This design comes from an exercise in tuning for small area on the open sky130 flow, not from production work. In this exercise RTL edits were held to simulation tests only and were not proved equivalent to the original. Power figures rest on the tool's default switching activity, not on a simulated workload.

Design lpddr5_device_responder, start of the top module:
module lpddr5_device_responder #(
  parameter int BANKS = BANK_NUMBER,
  parameter int ROW_W = ROW_PER_BANK_GROUP_ADDRESS_WIDTH,
  parameter int COL_W = COL_WIDTH,
  parameter int DW    = DATA_WIDTH,
  localparam int BW   = $clog2(BANKS)
) (
  input  logic             clk,
  input  logic             rst,
  input  logic             cmd_valid,
  input  logic [2:0]       cmd,
  input  logic [BW-1:0]    cmd_bank,
  input  logic [ROW_W-1:0] cmd_row,
  input  logic [COL_W-1:0] cmd_col,
  output logic             rd_valid,
  output logic [DW-1:0]    rd_data,
  output logic             err_valid,
  output logic [2:0]       err_code,
  output logic             ref_overdue
);
Size: about 850 cells after synthesis, roughly 380 flip-flops, roughly 13,000 sq um of cells after synthesis.
==> flow/config.mk <==
export PLATFORM = sky130hd
export DESIGN_NAME = lpddr5_device_responder
export DESIGN_NICKNAME = lpddr5_device_responder
export VERILOG_FILES = /design/flow/design.v
export SDC_FILE = /design/flow/constraint.sdc
export NUM_CORES = 4
export LEC_CHECK = 0
export ABC_CLOCK_PERIOD_IN_PS = 100000
export CAP_MARGIN = 5
export CORE_MARGIN = 2
export CORE_UTILIZATION = 60
export CTS_BUF_LIST = sky130_fd_sc_hd__clkbuf_8
export CTS_CLUSTER_DIAMETER = 50
export CTS_CLUSTER_SIZE = 16
export PLACE_DENSITY = 0.85
export SLEW_MARGIN = 5
export SYNTH_HIERARCHICAL = 1
==> flow/constraint.sdc <==
create_clock -name core_clock -period 5.0 [get_ports {clk}]
set_input_delay 1.0000 -clock core_clock [delete_from_list [all_inputs] [get_ports {clk}]]
set_output_delay 1.0000 -clock core_clock [all_outputs]
set_load 0.01 [all_outputs]
standard.sh (not shown) runs the stock make flow with config.mk's settings and CLKGATE_MAP_FILE= SYNTH_SCRIPT=/design/flow/synth_recipe.tcl, a recipe that flattens the netlist after the stock synthesis.
==> flow/flow/run.sh <==
#!/bin/bash
# Own layout flow: the standard ORFS flow (standard.sh), with two changes:
#  - input/output ports are buffered with buf_1 instead of the delay buffer
#    buffer_ports picks by default;
#  - clock tree synthesis inserts no dummy loads.
# Everything else (synthesis, floorplan, power grid, taps, placement, routing)
# is the standard flow. Each tool's output goes to the logs under orfs/logs;
# the whole run's output is kept in flow_run.log.
set -euo pipefail
export BUFFER_PORTS_ARGS="-buffer_cell sky130_fd_sc_hd__buf_1"
export CTS_ARGS="-sink_clustering_enable -repair_clock_nets -dont_use_dummy_load -buf_list sky130_fd_sc_hd__clkbuf_4 -sink_clustering_size 10 -sink_clustering_max_diameter 35"
bash standard.sh finish > flow_run.log 2>&1
==> next run, changes <==
PLACE_DENSITY = not set   (was 0.85)
Die area does not change.
Count of clock-buffer cells in the layout came out lower by 3.
Setup slack is better by 210 ps.
Worst hold slack is better by 34 ps.
Critical path depth is unchanged.
Utilization shrinks by 0.30 points.
==> next run, changes <==
==> flow/flow/run.sh (replaced) <==
#!/bin/bash
# Own layout flow: the standard ORFS flow (standard.sh), with two changes:
#  - input/output ports are buffered with buf_1 instead of the delay buffer
#    buffer_ports picks by default;
#  - clock tree synthesis inserts no dummy loads;
#  - timing-driven global placement does not keep the buffers its trial
#    repairs insert (the later repair steps still fix slew, load and timing).
# Everything else (synthesis, floorplan, power grid, taps, placement, routing)
# is the standard flow. Each tool's output goes to the logs under orfs/logs;
# the whole run's output is kept in flow_run.log.
set -euo pipefail
export BUFFER_PORTS_ARGS="-buffer_cell sky130_fd_sc_hd__buf_1"
export CTS_ARGS="-sink_clustering_enable -repair_clock_nets -dont_use_dummy_load -buf_list sky130_fd_sc_hd__clkbuf_4 -sink_clustering_size 10 -sink_clustering_max_diameter 45"
export GPL_KEEP_OVERFLOW=0
bash standard.sh finish > flow_run.log 2>&1
Result: Global-route usage shrinks by 0.14 points; clock power barely changes; die area is unchanged; worst setup slack degrades by 470 ps; total power shrinks by 0.35%; flip-flop and latch count does not change; utilization falls by 0.27 points; area after synthesis stays the same; wire length rises by 0.50%; maximum frequency came out lower by 9.9%; final area decreases by 0.40%.
==> next run, changes <==
--- a/flow/flow/run.sh
+++ b/flow/flow/run.sh
@@ -4,5 +4,3 @@
 #    buffer_ports picks by default;
-#  - clock tree synthesis inserts no dummy loads;
-#  - timing-driven global placement does not keep the buffers its trial
-#    repairs insert (the later repair steps still fix slew, load and timing).
+#  - clock tree synthesis inserts no dummy loads.
 # Everything else (synthesis, floorplan, power grid, taps, placement, routing)
@@ -13,3 +11,2 @@
 export CTS_ARGS="-sink_clustering_enable -repair_clock_nets -dont_use_dummy_load -buf_list sky130_fd_sc_hd__clkbuf_4 -sink_clustering_size 10 -sink_clustering_max_diameter 45"
-export GPL_KEEP_OVERFLOW=0
 bash standard.sh finish > flow_run.log 2>&1
The new run finished with timing, DRC and antenna clean. Routed wire length is about the same. Worst setup slack improves by 470 ps. Global-route usage climbs by 0.30 points. Final area hardly moves. Non-clock buffer count climbs by 12. Total power hardly moves. Combinational power is about the same.

re-timing with driven ports:
The results above use ideal ports. As a check the final layouts listed here were re-extracted and re-timed, cells and wires unchanged.
Step 1 sets driving cells, clkbuf_16 on the clock port and buf_2 on the other inputs (assumed; they add their load-dependent delay and slew).
Step 2 also shifts input and output timing later by t, the mid clock arrival at the registers, as if the neighbouring blocks saw the same clock.
Slacks: ideal ports / drivers / drivers and shift; pairs: ideal ports / drivers.
run | t (ns) | setup WS [ns] | slew at the worst register clock pin (ns)
the first run | 0.722 | 0.498 / 0.455 / 0.467 | 0.11 / 0.11
the second run | 0.678 | 0.706 / 0.662 / 0.503 | 0.10 / 0.10
the third run | 0.677 | 0.236 / 0.256 / -0.422 | 0.10 / 0.10
the fourth run | 0.683 | 0.709 / 0.665 / 0.496 | 0.11 / 0.11
Met with ideal ports but missed after step 2: setup timing in the third run. For the third run, which loses most, drivers alone change the setup slack by +0.020 ns; drivers and shift together by -0.658 ns.
